This is an optimization exercise on Yosys and OpenROAD, whose aim is small area, a short achievable clock period and few clock cycles per item, not a production implementation.
Only simulation tests tie the RTL to the original design; equivalence was not proved.
Power is estimated from default activity; no workload was simulated.

$ cat flow/run.sh
#!/bin/bash
set -uo pipefail
ADDER_MAP_FILE= bash standard.sh synth > synth.log 2>&1 || exit 1
export SETUP_SLACK_MARGIN=5.7
export BUFFER_PORTS_ARGS="-buffer_cell sky130_fd_sc_hd__buf_2"
bash standard.sh > layout.log 2>&1 || exit 1
$ cat standard.sh
#!/bin/bash
# synth_recipe.tcl (not shown) runs the flow's synth.tcl, then flattens the netlist and writes it again
# the make line also repeats each setting of config.mk as NAME=value (left out here)
make -C /OpenROAD-flow-scripts/flow DESIGN_CONFIG=/design/flow/config.mk WORK_HOME=/design/flow/orfs CLKGATE_MAP_FILE= SYNTH_SCRIPT=/design/flow/synth_recipe.tcl "${@:-finish}"
$ cat config.mk
export PLATFORM = sky130hd
export DESIGN_NAME = elliptic_roi_crop_mask
export DESIGN_NICKNAME = elliptic_roi_crop_mask
export VERILOG_FILES = /design/flow/design.v
export SDC_FILE = /design/flow/constraint.sdc
export NUM_CORES = 4
export LEC_CHECK = 0
export CAP_MARGIN = 30
export CORE_MARGIN = 2
export CORE_UTILIZATION = 40
export SLEW_MARGIN = 30
$ cat constraint.sdc
create_clock -name core_clock -period 11.0 [get_ports {clk}]
set_input_delay 2.2000 -clock core_clock [delete_from_list [all_inputs] [get_ports {clk}]]
set_output_delay 2.2000 -clock core_clock [all_outputs]
set_load 0.01 [all_outputs]
$ cat design.v
package ecm_pkg;
  localparam int PIXEL_BITS      = 8;
  localparam int MAX_DIM_DEFAULT = 4096;
  localparam int DIM_BITS        = 13;
  localparam int POS_BITS        = 12;
  localparam int CFG_IDX_BITS    = 3;
  localparam int CFG_DATA_BITS   = 13;
  localparam logic [DIM_BITS-1:0] RST_FRAME_WIDTH  = 13'd640;
  localparam logic [DIM_BITS-1:0] RST_FRAME_HEIGHT = 13'd480;
  localparam logic [POS_BITS-1:0] RST_CENTRE_X     = 12'd320;
  localparam logic [POS_BITS-1:0] RST_CENTRE_Y     = 12'd240;
  localparam logic [POS_BITS-1:0] RST_RADIUS_X     = 12'd100;
  localparam logic [POS_BITS-1:0] RST_RADIUS_Y     = 12'd100;
  typedef enum logic [CFG_IDX_BITS-1:0] {
    CFG_FRAME_WIDTH  = 3'd0,
    CFG_FRAME_HEIGHT = 3'd1,
    CFG_CENTRE_X     = 3'd2,
    CFG_CENTRE_Y     = 3'd3,
    CFG_RADIUS_X     = 3'd4,
    CFG_RADIUS_Y     = 3'd5
  } cfg_index_t;
  typedef struct packed {
    logic [DIM_BITS-1:0] frame_width;
    logic [DIM_BITS-1:0] frame_height;
    logic [POS_BITS-1:0] centre_x;
    logic [POS_BITS-1:0] centre_y;
    logic [POS_BITS-1:0] radius_x;
    logic [POS_BITS-1:0] radius_y;
  } cfg_t;
  typedef enum logic [3:0] {
    S_IDLE,
    S_LAT_RX,
    S_LAT_RY,
    S_LAT_LIM,
    S_POS,
    S_DIFF,
    S_MUL_XX,
    S_MUL_XR,
    S_MUL_YY,
    S_MUL_YR,
    S_FIN
  } state_t;
  typedef enum logic [2:0] {
    MUL_NONE,
    MUL_RX,
    MUL_RY,
    MUL_LIM,
    MUL_AX,
    MUL_TX,
    MUL_AY,
    MUL_TY
  } mul_sel_t;
  typedef struct packed {
    logic     accept;
    logic     latch_win;
    logic     latch_size;
    logic     pos;
    logic     diff;
    logic     out_load;
    mul_sel_t mul_sel;
  } cmd_t;
  typedef struct packed {
    logic in_win;
    logic out_free;
  } status_t;
endpackage
module ecm_add #(
  parameter int N = 8,
  parameter int L = 3
) (
  input  logic [N-1:0] a,
  input  logic [N-1:0] b,
  input  logic         ci,
  output logic [N-1:0] y,
  output logic         co
);
  logic [N-1:0] p0, g0;
  logic [N-1:0] p [0:2*L];
  logic [N-1:0] g [0:2*L];
  logic [N-1:0] c;
  assign p0 = a ^ b;
  assign g0 = a & b;
  always_comb begin
    p[0] = p0;
    g[0] = g0;
    g[0][0] = g0[0] | (p0[0] & ci);
    for (int i = 1; i <= L; i++) begin
      p[i] = p[i-1];
      g[i] = g[i-1];
      for (int j = 2**i - 1; j < N; j += 2**i) begin
        g[i][j] = g[i-1][j] | (p[i-1][j] & g[i-1][j - 2**(i-1)]);
        p[i][j] = p[i-1][j] & p[i-1][j - 2**(i-1)];
      end
    end
    for (int i = L; i > 0; i--) begin
      p[2*L-i+1] = p[2*L-i];
      g[2*L-i+1] = g[2*L-i];
      for (int j = 2**i + 2**(i-1) - 1; j < N; j += 2**i) begin
        g[2*L-i+1][j] = g[2*L-i][j] | (p[2*L-i][j] & g[2*L-i][j - 2**(i-1)]);
        p[2*L-i+1][j] = p[2*L-i][j] & p[2*L-i][j - 2**(i-1)];
      end
    end
    c = {g[2*L][N-2:0], ci};
  end
  assign y  = p0 ^ c;
  assign co = g[2*L][N-1];
endmodule
import ecm_pkg::*;
module elliptic_roi_crop_mask #(
  parameter int MAX_DIM = MAX_DIM_DEFAULT
) (
  input  logic                     clk,
  input  logic                     rst,
  input  logic                     cfg_write,
  input  logic [CFG_IDX_BITS-1:0]  cfg_index,
  input  logic [CFG_DATA_BITS-1:0] cfg_data,
  input  logic                     in_valid,
  output logic                     in_ready,
  input  logic [PIXEL_BITS-1:0]    in_pixel,
  input  logic                     in_sof,
  output logic                     out_valid,
  input  logic                     out_ready,
  output logic [PIXEL_BITS-1:0]    out_masked_pixel,
  output logic                     out_inside_ellipse,
  output logic [POS_BITS-1:0]      out_crop_col,
  output logic [POS_BITS-1:0]      out_crop_row,
  output logic                     out_last_of_crop
);
  localparam logic [12:0] MAX_DIM_V = 13'(MAX_DIM);
  logic [12:0] W, H;
  logic [11:0] cx, cy, rx, ry;
  wire  [12:0] dim_eff = (cfg_data == 13'd0) ? 13'd1 : (cfg_data > MAX_DIM_V) ? MAX_DIM_V : cfg_data;
  wire  [11:0] rad_eff = (cfg_data[11:0] == 12'd0) ? 12'd1 : cfg_data[11:0];
  always_ff @(posedge clk) begin
    if (rst) begin
      W  <= RST_FRAME_WIDTH;
      H  <= RST_FRAME_HEIGHT;
      cx <= RST_CENTRE_X;
      cy <= RST_CENTRE_Y;
      rx <= RST_RADIUS_X;
      ry <= RST_RADIUS_Y;
    end else if (cfg_write) begin
      case (cfg_index)
        3'd0: W  <= dim_eff;
        3'd1: H  <= dim_eff;
        3'd2: cx <= cfg_data[11:0];
        3'd3: cy <= cfg_data[11:0];
        3'd4: rx <= rad_eff;
        3'd5: ry <= rad_eff;
        default: ;
      endcase
    end
  end
  logic       in_ready_q;
  logic       k_v, k_sof;
  logic [7:0] k_px;
  logic       s1_v, s1_sof;
  logic [7:0] s1_px;
  logic [1:0] s1_ph;
  assign in_ready = in_ready_q;
  wire accept = in_valid && in_ready_q;
  logic        wv;
  logic [11:0] xs, ys;
  logic [12:0] xe, ye;
  logic [12:0] ny;
  logic [11:0] col, row;
  logic        s2_v, s2_in, s2_last, s2_lastx;
  logic [7:0]  s2_px;
  logic [11:0] s2_ci, s2_cj;
  logic [12:0] s2_u;
  localparam int I_IDLE = 0, I_PRE = 1, I_START = 2, I_SQ = 3, I_T = 4, I_MUL = 5,
                 I_END = 6, I_ROW = 7, I_CONV1 = 8, I_CONV2 = 9, I_SRCH = 10;
  logic [10:0]        ts;
  logic signed [50:0] F;
  logic signed [37:0] G, Hh;
  logic [23:0]        RX2, RY2;
  logic signed [14:0] at;
  logic [11:0]        trow;
  logic [4:0]         ti;
  logic               rep, sofinit;
  wire [12:0] nx    = xe - {1'b0, xs};
  wire        kpos  = (at != $signed({2'b00, nx}));
  wire signed [14:0] at_up = at + 15'sd1;
  wire signed [14:0] at_dn = at - 15'sd1;
  wire inc_c   = !rep && F[50] && !at[14];
  wire dec_c   = rep && !F[50] && kpos;
  wire t_ready = ts[I_SRCH] && !tp && !inc_c && !dec_c;
  wire kok     = t_ready && (s2_cj == trow);
  wire signed [14:0] a_sel = at;
  wire signed [14:0] ci2   = $signed({2'b00, s2_ci, 1'b0});
  wire signed [14:0] u2    = $signed({1'b0, s2_u, 1'b0});
  wire in_ell = (ci2 > a_sel) && (u2 > a_sel);
  wire out_free = !out_valid || out_ready;
  wire s2_go    = s2_v && (!s2_in || (kok && out_free));
  wire s2_free  = !s2_v || s2_go;
  wire copy     = s2_v && s2_in && s2_lastx && kok && out_free;
  wire need     = s2_v && s2_in && !kok;
  wire l1     = s1_v && s1_sof && (s1_ph == 2'd0) && s2_free;
  wire p_ok   = s1_v && (!s1_sof || (s1_ph == 2'd2));
  wire p_go   = p_ok && s2_free;
  wire s1_free = !s1_v || p_go;
  logic        cz, rz, c_wrap, r_wrap;
  logic [12:0] c1, r1, dcs, drs, dce, dre;
  logic [11:0] col_n, row_n;
  logic        p_in, p_last, in_x, in_y, last_x, last_y;
  logic [11:0] p_ci, p_cj, cinc, rinc;
  logic [12:0] p_u;
  always_comb begin
    cz     = s1_sof || ({1'b0, col} >= W);
    rz     = s1_sof || ({1'b0, row} >= H);
    c1     = {1'b0, col} + 13'd1;
    r1     = {1'b0, row} + 13'd1;
    dcs    = {1'b0, col} - {1'b0, xs};
    drs    = {1'b0, row} - {1'b0, ys};
    dce    = {1'b0, col} - xe;
    dre    = {1'b0, row} - ye;
    c_wrap = cz ? (W == 13'd1) : (c1 == W);
    cinc   = cz ? 12'd1 : c1[11:0];
    in_x   = cz ? (xs == 12'd0) : (!dcs[12] && dce[12]);
    p_ci   = cz ? (12'd0 - xs) : dcs[11:0];
    p_u    = cz ? xe : (13'd0 - dce);
    last_x = cz ? (xe == 13'd1) : (c1 == xe);
    r_wrap = rz ? (H == 13'd1) : (r1 == H);
    rinc   = rz ? 12'd1 : r1[11:0];
    in_y   = rz ? (ys == 12'd0) : (!drs[12] && dre[12]);
    p_cj   = rz ? (12'd0 - ys) : drs[11:0];
    last_y = rz ? (ye == 13'd1) : (r1 == ye);
    col_n  = c_wrap ? 12'd0 : cinc;
    row_n  = !c_wrap ? (rz ? 12'd0 : row) : (r_wrap ? 12'd0 : rinc);
    p_in   = wv && in_x && in_y;
    p_last = last_x && last_y;
  end
  always_ff @(posedge clk) begin
    if (rst) begin
      in_ready_q <= 1'b1;
      k_v        <= 1'b0;
      s1_v       <= 1'b0;
      s1_ph      <= 2'd0;
      s2_v       <= 1'b0;
      out_valid  <= 1'b0;
      col        <= 12'd0;
      row        <= 12'd0;
      wv         <= 1'b0;
    end else begin
      if (s1_free) begin
        if (k_v) begin
          s1_v   <= 1'b1;
          s1_px  <= k_px;
          s1_sof <= k_sof;
        end else begin
          s1_v   <= accept;
          s1_px  <= in_pixel;
          s1_sof <= in_sof;
        end
        s1_ph <= 2'd0;
        k_v   <= 1'b0;
        in_ready_q <= 1'b1;
      end else begin
        if (accept) begin
          k_v  <= 1'b1;
          k_px <= in_pixel;
          k_sof <= in_sof;
        end
        in_ready_q <= !(k_v || accept);
        if (l1) s1_ph <= 2'd2;
      end
      if (l1) wv <= 1'b1;
      if (p_go) begin
        col <= col_n;
        row <= row_n;
      end
      if (p_go) s2_v <= 1'b1;
      else if (s2_go) s2_v <= 1'b0;
      if (s2_go && s2_in) out_valid <= 1'b1;
      else if (out_ready) out_valid <= 1'b0;
    end
  end
  wire [12:0] dxs = {1'b0, cx} - {1'b0, rx};
  wire [12:0] dys = {1'b0, cy} - {1'b0, ry};
  wire [12:0] xe_raw = {1'b0, cx} + {1'b0, rx} + 13'd1;
  wire [12:0] ye_raw = {1'b0, cy} + {1'b0, ry} + 13'd1;
  always_ff @(posedge clk) begin
    if (l1) begin
      xs <= dxs[12] ? 12'd0 : dxs[11:0];
      ys <= dys[12] ? 12'd0 : dys[11:0];
      xe <= (xe_raw > W) ? W : xe_raw;
      ye <= (ye_raw > H) ? H : ye_raw;
    end
    if (s1_ph == 2'd2) ny <= ye - {1'b0, ys};
    if (p_go) begin
      s2_px   <= s1_px;
      s2_in   <= p_in;
      s2_ci   <= p_ci;
      s2_u    <= p_u;
      s2_cj   <= p_cj;
      s2_last <= p_last;
      s2_lastx <= last_x;
    end
    if (s2_go && s2_in) begin
      out_masked_pixel   <= in_ell ? s2_px : 8'd0;
      out_inside_ellipse <= in_ell;
      out_crop_col       <= s2_ci;
      out_crop_row       <= s2_cj;
      out_last_of_crop   <= s2_last;
    end
  end
  function automatic [4:0] msb_idx(input [23:0] v);
    integer b;
    begin
      msb_idx = 5'd0;
      for (b = 0; b < 24; b = b + 1)
        if (v[b]) msb_idx = b[4:0];
    end
  endfunction
  wire cj_eq    = (s2_cj == trow);
  wire cj_lt    = s2_cj < trow;
  wire tracking = ts[I_ROW] || ts[I_CONV1] || ts[I_CONV2] || ts[I_SRCH];
  wire restart  = need && cj_lt && tracking;
  wire adv_row  = copy || (need && !cj_lt && !cj_eq && t_ready);
  wire [23:0] rx2_n = sofinit ? F[23:0] : RX2;
  wire [23:0] ry2_n = sofinit ? G[23:0] : RY2;
  wire [12:0] rx13  = {1'b0, rx};
  wire [12:0] ry13  = {1'b0, ry};
  logic tp;
  logic cF, cG, cH, sF, sG, sH;
  logic [1:0] sH2;
  wire sq = ts[I_SQ], tt = ts[I_T], mul = ts[I_MUL], en_ = ts[I_END], rw = ts[I_ROW];
  wire cv1 = ts[I_CONV1], cv2 = ts[I_CONV2], sr = ts[I_SRCH], st = ts[I_START];
  wire step   = inc_c || dec_c;
  wire act    = st | sq | tt | mul | en_ | rw | cv1 | cv2 | (sr & (tp | step));
  wire op_end = act & tp;
  wire [4:0]  msb   = msb_idx(st ? {11'd0, rx13 | ry13 | ny} : (RX2 | {11'd0, ny}));
  wire        ld_ti = st || tt;
  wire [4:0]  tn    = ld_ti ? msb : ti - 5'd1;
  logic       b_f, b_g, b_h;
  always_ff @(posedge clk) begin
    if (op_end) begin
      if (st || sq) begin
        b_f <= (tn < 5'd13) && rx13[tn[3:0]];
        b_g <= (tn < 5'd13) && ry13[tn[3:0]];
      end else begin
        b_f <= RX2[tn];
      end
      b_h <= (tn < 5'd13) && ny[tn[3:0]];
    end
  end
  wire fs = cv2 | (sr & rep);
  wire gs = tt | cv1 | cv2 | (sr & rep);
  wire hs = mul;
  logic [25:0] faL, fbL, gaL, gbL, haL, hbL;
  logic [24:0] faH, fbH;
  logic [11:0] gaH, haH;
  always_comb begin
    faL = ({26{sq | mul}} & {F[24:0], 1'b0})
        | ({26{en_ | rw | cv2 | sr}} & F[25:0]);
    fbL = ({26{sq & b_f}} & 26'(rx))
        | ({26{(mul & b_f) | cv2 | sr}} & G[25:0])
        | ({26{en_}})
        | ({26{rw}} & {Hh[23:0], 2'b00});
    faH = ({25{sq | mul}} & {F[49:26], sF})
        | ({25{en_ | rw | cv2 | sr}} & F[50:26]);
    fbH = ({25{(mul & b_f) | cv2 | sr}} & {{13{G[37]}}, G[37:26]})
        | ({25{en_}})
        | ({25{rw}} & {{11{Hh[37]}}, Hh[37:26], sH2});
    gaL = ({26{sq}} & {G[24:0], 1'b0})
        | ({26{tt}} & Hh[25:0])
        | ({26{cv1 | cv2 | sr}} & G[25:0]);
    gbL = ({26{sq & b_g}} & 26'(ry))
        | ({26{tt}} & {ry2_n, 2'b00})
        | ({26{cv1 | cv2 | sr}} & {1'b0, RY2, 1'b0})
        | ({26{en_}} & {2'b00, RY2});
    gaH = ({12{sq}} & {G[36:26], sG})
        | ({12{tt}} & Hh[37:26])
        | ({12{cv1 | cv2 | sr}} & G[37:26]);
    haL = ({26{sq | mul}} & {Hh[24:0], 1'b0})
        | ({26{en_ | rw}} & Hh[25:0]);
    hbL = ({26{sq & b_h}} & 26'(ny))
        | ({26{(mul & b_h) | en_}} & {2'b00, RX2})
        | ({26{rw}} & {1'b0, RX2, 1'b0});
    haH = ({12{sq | mul}} & {Hh[36:26], sH})
        | ({12{en_ | rw}} & Hh[37:26]);
  end
  wire [25:0] fsL, gsL, hsL;
  wire [24:0] fsH;
  wire [11:0] gsH, hsH;
  wire        coF, coG, coH, unF, unG, unH;
  ecm_add #(.N(26), .L(5)) u_fl (.a(faL), .b(fbL ^ {26{fs}}), .ci(fs), .y(fsL), .co(coF));
  ecm_add #(.N(25), .L(5)) u_fh (.a(faH), .b(fbH ^ {25{fs}}), .ci(cF), .y(fsH), .co(unF));
  ecm_add #(.N(26), .L(5)) u_gl (.a(gaL), .b(gbL ^ {26{gs}}), .ci(gs), .y(gsL), .co(coG));
  ecm_add #(.N(12), .L(4)) u_gh (.a(gaH), .b({12{gs}}), .ci(cG), .y(gsH), .co(unG));
  ecm_add #(.N(26), .L(5)) u_hl (.a(haL), .b(hbL ^ {26{hs}}), .ci(hs), .y(hsL), .co(coH));
  ecm_add #(.N(12), .L(4)) u_hh (.a(haH), .b({12{hs}}), .ci(cH), .y(hsH), .co(unH));
  wire f_en = act & (st | sq | tt | mul | en_ | rw | cv2 | sr);
  wire g_en = act & (st | sq | tt | en_ | cv1 | cv2 | sr);
  wire h_en = act & (st | sq | tt | mul | en_ | rw);
  always_ff @(posedge clk) begin
    if (!tp) begin
      if (f_en) F[25:0]  <= fsL;
      if (g_en) G[25:0]  <= gsL;
      if (h_en) Hh[25:0] <= hsL;
      cF  <= coF;
      cG  <= coG;
      cH  <= coH;
      sF  <= F[25];
      sG  <= G[25];
      sH  <= Hh[25];
      sH2 <= Hh[25:24];
    end else begin
      if (f_en) F[50:26]  <= fsH;
      if (g_en) G[37:26]  <= gsH;
      if (h_en) Hh[37:26] <= hsH;
    end
  end
  localparam logic [10:0] O_IDLE = 11'd1 << I_IDLE, O_PRE = 11'd1 << I_PRE,
                          O_START = 11'd1 << I_START, O_SQ = 11'd1 << I_SQ, O_T = 11'd1 << I_T,
                          O_MUL = 11'd1 << I_MUL, O_END = 11'd1 << I_END, O_ROW = 11'd1 << I_ROW,
                          O_CONV1 = 11'd1 << I_CONV1, O_CONV2 = 11'd1 << I_CONV2,
                          O_SRCH = 11'd1 << I_SRCH;
  always_ff @(posedge clk) begin
    if (rst) begin
      ts <= O_IDLE;
      tp <= 1'b0;
    end else if (l1) begin
      ts      <= O_PRE;
      tp      <= 1'b0;
      sofinit <= 1'b1;
    end else if (restart) begin
      ts      <= O_START;
      tp      <= 1'b0;
      sofinit <= 1'b0;
      trow    <= 12'd0;
    end else begin
      if (act) tp <= !tp;
      if (ts[I_PRE]) ts <= O_START;
      if (tt && !tp) begin
        RX2 <= rx2_n;
        RY2 <= ry2_n;
      end
      if (sr && tp) at <= rep ? at_up : at_dn;
      if (sr && !tp && !step && adv_row) ts <= O_ROW;
      if (op_end) begin
        if (st) begin
          trow <= 12'd0;
          ti   <= msb;
          ts   <= O_SQ;
        end
        if (sq) begin
          ti <= ti - 5'd1;
          if (ti == 5'd0) ts <= O_T;
        end
        if (tt) begin
          ti  <= msb;
          ts  <= O_MUL;
        end
        if (mul) begin
          ti <= ti - 5'd1;
          if (ti == 5'd0) ts <= O_END;
        end
        if (en_) begin
          at   <= $signed({2'b00, nx});
          rep  <= 1'b0;
          ts   <= O_SRCH;
        end
        if (rw) begin
          trow <= trow + 12'd1;
          if (!Hh[37] && !rep) begin
            if (kpos) ts <= O_CONV1;
            else begin
              rep <= 1'b1;
              ts  <= O_SRCH;
            end
          end else begin
            ts <= O_SRCH;
          end
        end
        if (cv1) ts <= O_CONV2;
        if (cv2) begin
          rep <= 1'b1;
          ts  <= O_SRCH;
        end
      end
    end
  end
endmodule
==> results.env, run 1 <==
SYNTHCELLS=4050
SYNTH_ENABLE_FLOP_CELLS=382
SYNTHESIS.AREA_SQ_MM=0.0365
IR_DROP_mV=0.107
SLEW_HEADROOM_PCT=41.9
SYNTH.YOSYS.SEQ_AREA_SHARE_PCT=37.8
REPORT.FINAL.HOLD_VIOL_COUNT=0
FINAL-INSTANCE-COUNT-EXCL-FILL=5176
WIRE_LENGTH_OF_THE_FIRST_GLOBAL_ROUTING_PASS_MM=165
DRT_ITER0_DRC=3001
RR_WORST_DEPTH=14
ROWS=110
MAIN_COMBINATIONAL_CELL_FAMILY_BY_AREA_AFTER_SYNTHESIS='compound AO/OA/AOI/OAI gates'
FINAL_AREA_SQ_MM=0.0398
GLOBAL_ROUTE.USAGE.MET2_PCT=33.7
CRIT_BUF_INV=0
AREA_GROWTH_SYN_TO_LAYOUT_PCT=9.08
LEAKAGEPOWER_nW=13.5
GRT.OVERFLOW.TOTAL=0
CRITICAL_PATH_PEAK_FANOUT=10
PLACEDINSTANCEAREA_SQ_MM=0.0376
SYNTH.YOSYS.WARNINGS=10
ANTENNA_FOUND_INITIAL=0
POWER.SHARE.SEQUENTIAL_PCT=47.7
CP-END-KIND='flip-flop'
POST_SYNTH_AND_OR_NAND_NOR_AREA_FRACTION_PCT=15.6
SYNTH_LARGEST_AREA_CELL='edfxtp_1'
SYNTH-XOR-AREA-SHARE_PCT=14.4
SYNTHESIZED_AREA_DIVIDED_BY_SYNTHESIZED_CELL_COUNT_SQ_UM=9.02
CHIPWIDTH_MICRONS=306
WORST_PATH_ARRIVAL_TIME_NS=5.46
GRT_MAX_DEGREE=77
DRV_SLEW=0
FP.COREAREA_SQ_MM=0.0903
CLOCK_SINKS=498
POST-ROUTE-UTIL_PCT=44.1
RUN_STATUS='no timing/DRC/antenna violations'
HTREE_NUM_LEVELS=2
POWER.SHARE.COMBINATIONAL_PCT=7.8
NETS=3982
DIE_AREA_SQ_MM=0.0938
WHS_PATH_DEPTH=0
CPMAXSTAGEDELAYCELL='dfxtp_1'
SYNTH_COMPOUND_GATE_AREA_SHARE_PCT=20.1
SETUP.WORST_PATH.START_CLASS='flip-flop'
DP_CELLS=5055
INITIAL_UTIL_PCT=40.5
CPPEAKSTAGEDELAY_NS=0.77
DRC=0
CTS_INSERTED_BUFFERS=58
ROUTED_WL_MM=106
SYNTH.TOP_CELL.AREA_SHARE_PCT=31.4
AVERAGE_WIRE_PER_STANDARD_CELL_MICRONS=20.6
SYNTH-ADDER-AREA-SHARE_PCT=3.68
MULTIINPUTGATEAREA_SQ_MM=0.0211
CLOCK.FMAX_MHz=197
TIMING.RR.END='xe[7]'
SYNTHTOPCELLSBYAREA='edfxtp_1 (31%), xnor2_1 (11%), dfxtp_1 (6.4%)'
ROUTED-VIA-COUNT=30400
INTPOWER_mW=3.36
CLOCK_POWER_SHARE_PCT=44.5
FINAL_PERIOD_MINUS_WORST_SETUP_SLACK_NS=5.08
FINALCLOCKSKEW_NS=0.0274
FIN_SETUP_TNS_NS=0
INSERTEDDIODECOUNT=0
SYNTH_SEQ_CELLS=498
FF_LATCH_AREA_SQ_MM=0.0138
POWER_PER_CELL_AREA_mW_PER_MM2=112
REGTOREGSTARTPOINT='rx[1]'
TIMING.HOLD.WORST.CLASS='reg2reg'
P_SW_mW=1.11
GP_ROUTABILITY_CONGESTION=0.899
TIMING.MAX_CAP.VIOLATIONS=0
RSZ_0062_RAISED_AFTER_GLOBAL_ROUTING='false'
FINAL_ANTENNA_NET_COUNT=0
MIN_FROM='s1_px[0]'
PATH_COMMON_CELL='maj3_1'
CLKTRANSATPATHREGS_NS=0.06
IOPINCOUNT=66
REGTOREGSETUPSLACK_NS=5.92
DRT_PRE_ANTENNA_ITERS=7
GRT.MET1_USAGE_PCT=32.0
SYNTH-ASYNC-RESET-RATIO_PCT=0
SETUP_VIOL=0
CP_TOP_FAMILY='compound AO/OA/AOI/OAI gates'
FP.DIEH_MICRONS=306
INSERTION_DELAY_NS=0.65
SYNTH_MUX_AREA_SHARE_PCT=3.34
TIGHTESTPINTRANSITION_NS=0.864
DRT-VIAS-PER-INSTANCE=5.87
POSTSYNTH.TOPFLOPCELL='edfxtp_1'
SETUP.WORST_PATH.CLASS='reg2reg'
CTS-ROOT-BUF='clkbuf_16'
WP_DATA_REQUIRED_NS=11.38
MAPPEDNETLISTNETS=4080
POST_SYNTH_NUM_CELL_TYPES=107
SWITCHING_SHARE_OF_POWER_PCT=24.8
DP_HPWL_MM=76.3
FINAL_MIN_PERIOD_OVER_CLOCK_PERIOD_PCT=46.2
FIRST_GLOBAL_VIAS=28200
GLOBALROUTE.BUSIESTLAYER='met2'
HOLDPATHEND='s2_px[0]'
FILLER_CELL_COUNT=8742
CTS_TREE='yes'
CLOCK_PATH_BUFFERS=3
FINAL_LAYOUT_SIZE_SUFFIX_GT1_SHARE_PCT=10.2
PATH_CELLS='a211oi_1 -> o2111ai_1 -> o2111ai_1 -> maj3_1 -> xor2_1 -> a2111oi_0 -> nor3_1 -> o21ai_0 -> maj3_1 -> maj3_1 -> o21bai_1 -> a221o_1 -> nand2b_1 -> mux2_2'
IO_BUFFER_COUNT=65
GR-USAGE-MET3_PCT=3.40
GRT_USE_TOTAL_PCT=22.0
[Yosys cell counts, types with 32 or more instances]
cell and n:
a21oi_1 270, a221oi_1 54, a222oi_1 45, a22o_1 46
a22oi_1 88, a31oi_1 41, and2_1 45, buf_1 32
buf_2 42, clkbuf_1 199, dfxtp_1 116, edfxtp_1 382
inv_1 155, maj3_1 115, mux2_2 51, mux2i_1 60
nand2_1 350, nand2b_1 63, nand3_1 67, nand4_1 35
nor2_1 364, nor2b_1 43, nor3_1 63, o21ai_0 158
o22ai_1 39, xnor2_1 450, xor2_1 137
[registers in the layout, summed over array words and instances (netlist names), 13 cells and up]
register  count
F            51
G            38
Hh           38
RX2          24
RY2          24
at           15
H            13
W            13
ny           13
s2_u         13
xe           13
ye           13
[power groups by stage]
stage                     clock, mW  sequential, mW  combinational (mW)
final                          1.99            2.13               0.347
after global routing           2.09            2.14               0.378
after CTS                      2.02            2.13               0.342
after detailed placement          0            2.17               0.339
after global placement            0            2.17               0.336
after floorplan                   0            2.13               0.271
[layout by cell type, fill, tap and decap left out, drive strengths merged, types with 46 or more instances in the layout]
master and instances:
a21oi 273, inv 162, maj3 132, nand2b 63, a22oi 92, edfxtp 382, xnor2 450, nand2 350
mux2i 60, a22o 46, nor3 63, buf 126, clkbuf 82, o21ai 178, dfxtp 116, xor2 137
nor2 365, a221oi 58, nand3 68, mux2 51
[worst max-delay path by stage]
stage / from / to / slack [ns] / depth (start not counted)
after detailed placement: xs[0] / ti[1] / 4.90 / 16
after global routing: rx[1] / xe[3] / 5.71 / 14
final: rx[1] / xe[7] / 5.92 / 14
after CTS: ts[3] / cF / 5.71 / 16
after floorplan: xs[0] / G[0] / 5.92 / 14
after global placement: xs[0] / ti[1] / 4.98 / 16
[kinds of logic (layout without fill, tap and decap cells)]
family,Yosys count,after routing
muxes,113,113
adders and majority gates,132,132
AOI/OAI and AO/OA,1058,1058
and+or+nand+nor,1201,1203
xor gates and xnor gates,593,593
buffers and inverters,455,403
DFF,498,498
[layout make-up]
| class | count | area share [%] |
|---|---|---|
| Timing Repair Buffer | 126 | 2.14 |
| Sequential cell | 498 | 34.7 |
| Tap cell | 1176 | 3.69 |
| Clock inverter | 26 | 0.619 |
| Inverter | 169 | 1.61 |
| Clock buffer | 82 | 4.23 |
| Multi-Input combinational cell | 3099 | 53.0 |
[per-layer routing]
layer  part of all wire, %  vias up
li1                      -    14600
met1                    46    14600
met2                    44     1053
met3                   7.7      162
met4                   2.9        0
met5                     0        -
[through the flow]
| stage | worst slack [ns] | hold WS (ns) | total power, mW |
|---|---|---|---|
| 6_report | 5.92 | 0.419 | 4.47 |
| 5_1_grt | 5.71 | 0.425 | 4.60 |
| 4_1_cts | 5.71 | 0.420 | 4.50 |
| 3_5_place_dp | 4.90 | 0.405 | 2.51 |
| 3_3_place_gp | 4.98 | 0.403 | 2.51 |
| 2_1_floorplan | 5.92 | 0.400 | 2.40 |
[repair_timing]
action,CTS,global route
cloned,1,1
resized for setup,16,44
buffers inserted,3,8
hold buffers,0,0
setup endpoints to repair,174,188
pin swaps,2,7
Testbench counts, summed over its fixed seeds: cycles 22,949, items 21,528.
==> run 2: changes to the inputs <==
==> flow/run.sh (replaced) <==
#!/bin/bash
set -uo pipefail
ADDER_MAP_FILE= bash standard.sh synth > synth.log 2>&1 || exit 1
export SETUP_SLACK_MARGIN=5.2
export BUFFER_PORTS_ARGS="-buffer_cell sky130_fd_sc_hd__buf_2"
bash standard.sh > layout.log 2>&1 || exit 1
==> results.env, run 2 <==
SYNTH.YOSYS.SEQ_AREA_SHARE_PCT=37.8  # unchanged
CTS-ROOT-BUF='clkbuf_16'  # unchanged
DRT-VIAS-PER-INSTANCE=5.84  # was 5.87
TIGHTESTPINTRANSITION_NS=1.04  # was 0.864 ns
REPORT.POWER.TOTAL_mW=4.45  # was 4.47 mW
SYNTH.TOP_CELLS.BY_COUNT='xnor2_1 (450), edfxtp_1 (382), nor2_1 (364)'  # unchanged
GRT.OVERFLOW.TOTAL=0  # unchanged
TIMING.HOLD.WORST.CLASS='reg2reg'  # unchanged
DRT_ITER0_DRC=2871  # was 3001
CLOCK.FMAX_MHz=180  # was 197 MHz
TIMING.RR.END='G[25]'  # was xe[7]
DRC=0  # unchanged
DIE_AREA_SQ_MM=0.0938  # unchanged
PRE_CTS_WS_NS=4.92  # was 4.90 ns
REGTOREGSTARTPOINT='ts[4]'  # was rx[1]
CHIPWIDTH_MICRONS=306  # unchanged
PATH_CELLS='buf_4 -> inv_1 -> o2111a_1 -> o21ai_0 -> o311a_1 -> o22a_1 -> o211a_1 -> o211ai_2 -> a31oi_4 -> a21oi_2 -> a41o_1 -> maj3_2 -> maj3_2 -> maj3_2 -> xor2_1'  # was a211oi_1 -> o2111ai_1 -> o2111ai_1 -> maj3_1 -> xor2_1 -> a2111oi_0 -> nor3_1 -> o21ai_0 -> maj3_1 -> maj3_1 -> o21bai_1 -> a221o_1 -> nand2b_1 -> mux2_2
ROUTED-VIA-COUNT=30100  # was 30400
DRT_PRE_ANTENNA_ITERS=6  # was 7
SETUP.WORST_PATH.START_CLASS='flip-flop'  # unchanged
WP_DATA_REQUIRED_NS=11.37  # was 11.38 ns
DRV_SLEW=0  # unchanged
FINAL_LAYOUT_SIZE_SUFFIX_GT1_SHARE_PCT=9.31  # was 10.2%
SYNTH-ASYNC-RESET-RATIO_PCT=0  # unchanged
CRIT_START='ts[4]'  # was rx[1]
CLOCK_SINKS=498  # unchanged
SYNTHTOPCELLSBYAREA='edfxtp_1 (31%), xnor2_1 (11%), dfxtp_1 (6.4%)'  # unchanged
WORST_PATH_ARRIVAL_TIME_NS=5.91  # was 5.46 ns
SETUP_VIOL=0  # unchanged
SYNTHESIZED_AREA_DIVIDED_BY_SYNTHESIZED_CELL_COUNT_SQ_UM=9.02  # unchanged
LARGEST_REGISTER_FFS=51  # unchanged
PATH_COMMON_CELL='maj3_2'  # was maj3_1
IR_DROP_mV=0.112  # was 0.107 mV
RR_WORST_DEPTH=15  # was 14
SYNTH.TOP_CELL.AREA_SHARE_PCT=31.4  # unchanged
FINAL_PERIOD_MINUS_WORST_SETUP_SLACK_NS=5.54  # was 5.08 ns
SETUP.WORST_PATH.CLASS='reg2reg'  # unchanged
CP_TOP_FAMILY='compound AO/OA/AOI/OAI gates'  # unchanged
DP_HPWL_MM=76.3  # about the same
CPPEAKSTAGEDELAY_NS=1.00  # was 0.77 ns
SYNTH.YOSYS.WARNINGS=10  # unchanged
FILLER_CELL_COUNT=8797  # was 8742
POST_SYNTH_NUM_CELL_TYPES=107  # unchanged
HTREE_NUM_LEVELS=2  # unchanged
GP_ROUTABILITY_CONGESTION=0.899  # about the same
CLOCK_PATH_BUFFERS=3  # unchanged
LEADING_CELL_TYPE_BY_NUMBER_OF_INSTANCES_AFTER_SYNTHESIS='xnor2_1'  # unchanged
SYNTH_LARGEST_AREA_CELL='edfxtp_1'  # unchanged
AREA_GROWTH_SYN_TO_LAYOUT_PCT=8.20  # was 9.08%
FF_LATCH_AREA_SQ_MM=0.0138  # about the same
FINAL_MIN_PERIOD_OVER_CLOCK_PERIOD_PCT=50.4  # was 46.2%
LAYOUT_COMMON_CELLS='xnor2_1 (450), edfxtp_1 (382), nor2_1 (361)'  # was xnor2_1 (447), edfxtp_1 (382), nor2_1 (360)
CRITICAL_PATH_PEAK_FANOUT=42  # was 10
MULTIINPUTGATEAREA_SQ_MM=0.0210  # was 0.0211 sq mm
CRIT_BUF_INV=2  # was 0
POSTSYNTH.TOPFLOPCELL='edfxtp_1'  # unchanged
WORST_SLACK_NS=5.46  # was 5.92 ns
CTS_TREE='yes'  # unchanged
CRIT_PATH_END='G[25]'  # was xe[7]
HOLD_WS_NS=0.416  # was 0.419 ns
IO_BUFFER_COUNT=65  # unchanged
CTS_INSERTED_BUFFERS=57  # was 58
INSERTEDDIODECOUNT=0  # unchanged
IOPINCOUNT=66  # unchanged
ANTENNA_FOUND_INITIAL=0  # unchanged
CP-END-KIND='flip-flop'  # unchanged
ROUTED_WL_MM=105  # was 106 mm
INITIAL_UTIL_PCT=40.5  # unchanged
FIN_SETUP_TNS_NS=0  # unchanged
CLKTRANSATPATHREGS_NS=0.06  # about the same
SYNTHESIS.AREA_SQ_MM=0.0365  # unchanged
NUMBER_OF_CELLS_ON_THE_CRITICAL_PATH=15  # was 14
FINAL_ANTENNA_NET_COUNT=0  # unchanged
NETS=3968  # was 3982
SYNTH_SEQ_CELLS=498  # unchanged
REG_TOP3='F x51, G x38, Hh x38'  # unchanged
RSZ_0062_RAISED_AFTER_GLOBAL_ROUTING='false'  # unchanged
FP.DIEH_MICRONS=306  # unchanged
AVERAGE_WIRE_PER_STANDARD_CELL_MICRONS=20.3  # was 20.6 microns
SYNTH_ENABLE_FLOP_CELLS=382  # unchanged
LEAKAGEPOWER_nW=13.3  # was 13.5 nW
GRT_USE_TOTAL_PCT=21.8  # was 22.0%
LAYOUT_COMMONEST_CELL='xnor2_1'  # unchanged
POWER_PER_CELL_AREA_mW_PER_MM2=113  # was 112 mW/mm^2
ROWS=110  # unchanged
CPMAXSTAGEDELAYCELL='dfxtp_2'  # was dfxtp_1
RUN_STATUS='no timing/DRC/antenna violations'  # unchanged
REPORT.FINAL.HOLD_VIOL_COUNT=0  # unchanged
SYNTHCELLS=4050  # unchanged
SLEW_HEADROOM_PCT=30.6  # was 41.9%
GRT_MAX_DEGREE=77  # unchanged
TIMING.MAX_CAP.VIOLATIONS=0  # unchanged
WIRE_LENGTH_OF_THE_FIRST_GLOBAL_ROUTING_PASS_MM=163  # was 165 mm
MAPPEDNETLISTNETS=4080  # unchanged
LARGEST_REGISTER='F'  # unchanged
FINALCLOCKSKEW_NS=0.0288  # was 0.0274 ns
REGTOREGSETUPSLACK_NS=5.46  # was 5.92 ns
FIRST_GLOBAL_VIAS=28000  # was 28200
INSERTION_DELAY_NS=0.64  # was 0.65 ns
FP.COREAREA_SQ_MM=0.0903  # unchanged
-- run 2: cells by family after synthesis --
group	after synthesis	synth area share (%)
AND/OR/NAND/NOR	1201	15.6
AO/OA/AOI/OAI	1058	20.1
XOR/XNOR	593	14.4
flip-flops	498	37.8
buffers and inverters	455	5.01
adder cells (fa/ha/maj)	132	3.68
multiplexers	113	3.34
-- run 2: layer usage --
layer / GRT usage (%) / wire length, microns / up-vias
met1: 31.2 / 48900 / 14400
met2: 33.8 / 45800 / 970
met3: 3.65 / 7440 / 159
met4: 6.05 / 2880 / 0
met5: 0 / 0 / -
li1: - / - / 14600
-- run 2: worst min-delay path by stage --
stage                     startpoint  cells after the start                to
after CTS                   s1_px[2]                      0          s2_px[2]
after global placement      s1_px[0]                      0          s2_px[0]
after detailed placement    s1_px[0]                      0          s2_px[0]
after global routing        s1_px[0]                      0          s2_px[0]
after floorplan              s2_last                      0  out_last_of_crop
final                       s1_px[2]                      0          s2_px[2]
-- run 2: area by class of cell --
type | count | share of cell area, %
sequential | 498 | 34.9
tap | 1176 | 3.72
clock buffer | 78 | 4.10
timing repair buffer | 115 | 1.82
clock inverter | 29 | 0.747
inverter | 169 | 1.61
multi-input combinational | 3097 | 53.1
-- run 2: per-stage QoR --
step,utilization [%],area (sq um),cells
after floorplan,-,36500,4050
after global placement,41.6,37600,5053
after detailed placement,41.6,37600,5053
after CTS,43.7,39500,5161
after global routing,43.8,39500,5162
final,43.8,39500,5162
-- run 2: timing repair --
action                                  4_1_cts  5_1_grt
hold buffers                                  0        0
buffers inserted                              1        1
endpoints found under the setup margin       20       56
gates resized for setup                       2        8
-- run 2: power by group --
group / switching [mW] / leakage [nW] / internal (mW) / total (mW)
logic: 0.207 / 7.99 / 0.136 / 0.343
registers: 0.0668 / 4.39 / 2.07 / 2.13
clock network: 0.827 / 0.928 / 1.15 / 1.97

separate check: timing with driven ports:
The flow's constraints put no driver on any port. The routed layouts listed below were extracted and timed again, unchanged, in two steps.
Step 1 sets driving cells, clkbuf_16 on the clock port and buf_2 on the other inputs (assumed; they add their load-dependent delay and slew).
Step 2 times the ports against the registers' clock, not the clock port: input delays grow and output delays shrink by t, the midpoint of the rising clock arrivals with the driver on.
a / b / c = ideal ports / drivers / drivers and shift; a / b = the first two.
run | t, ns | slack for setup (ns) | worst setup path at the end
run 1 | 0.704 | 5.923 / 5.923 / 5.923 | register to register
run 2 | 0.699 | 5.456 / 5.456 / 5.456 | register to register
After both steps setup and hold are still met in every run listed.
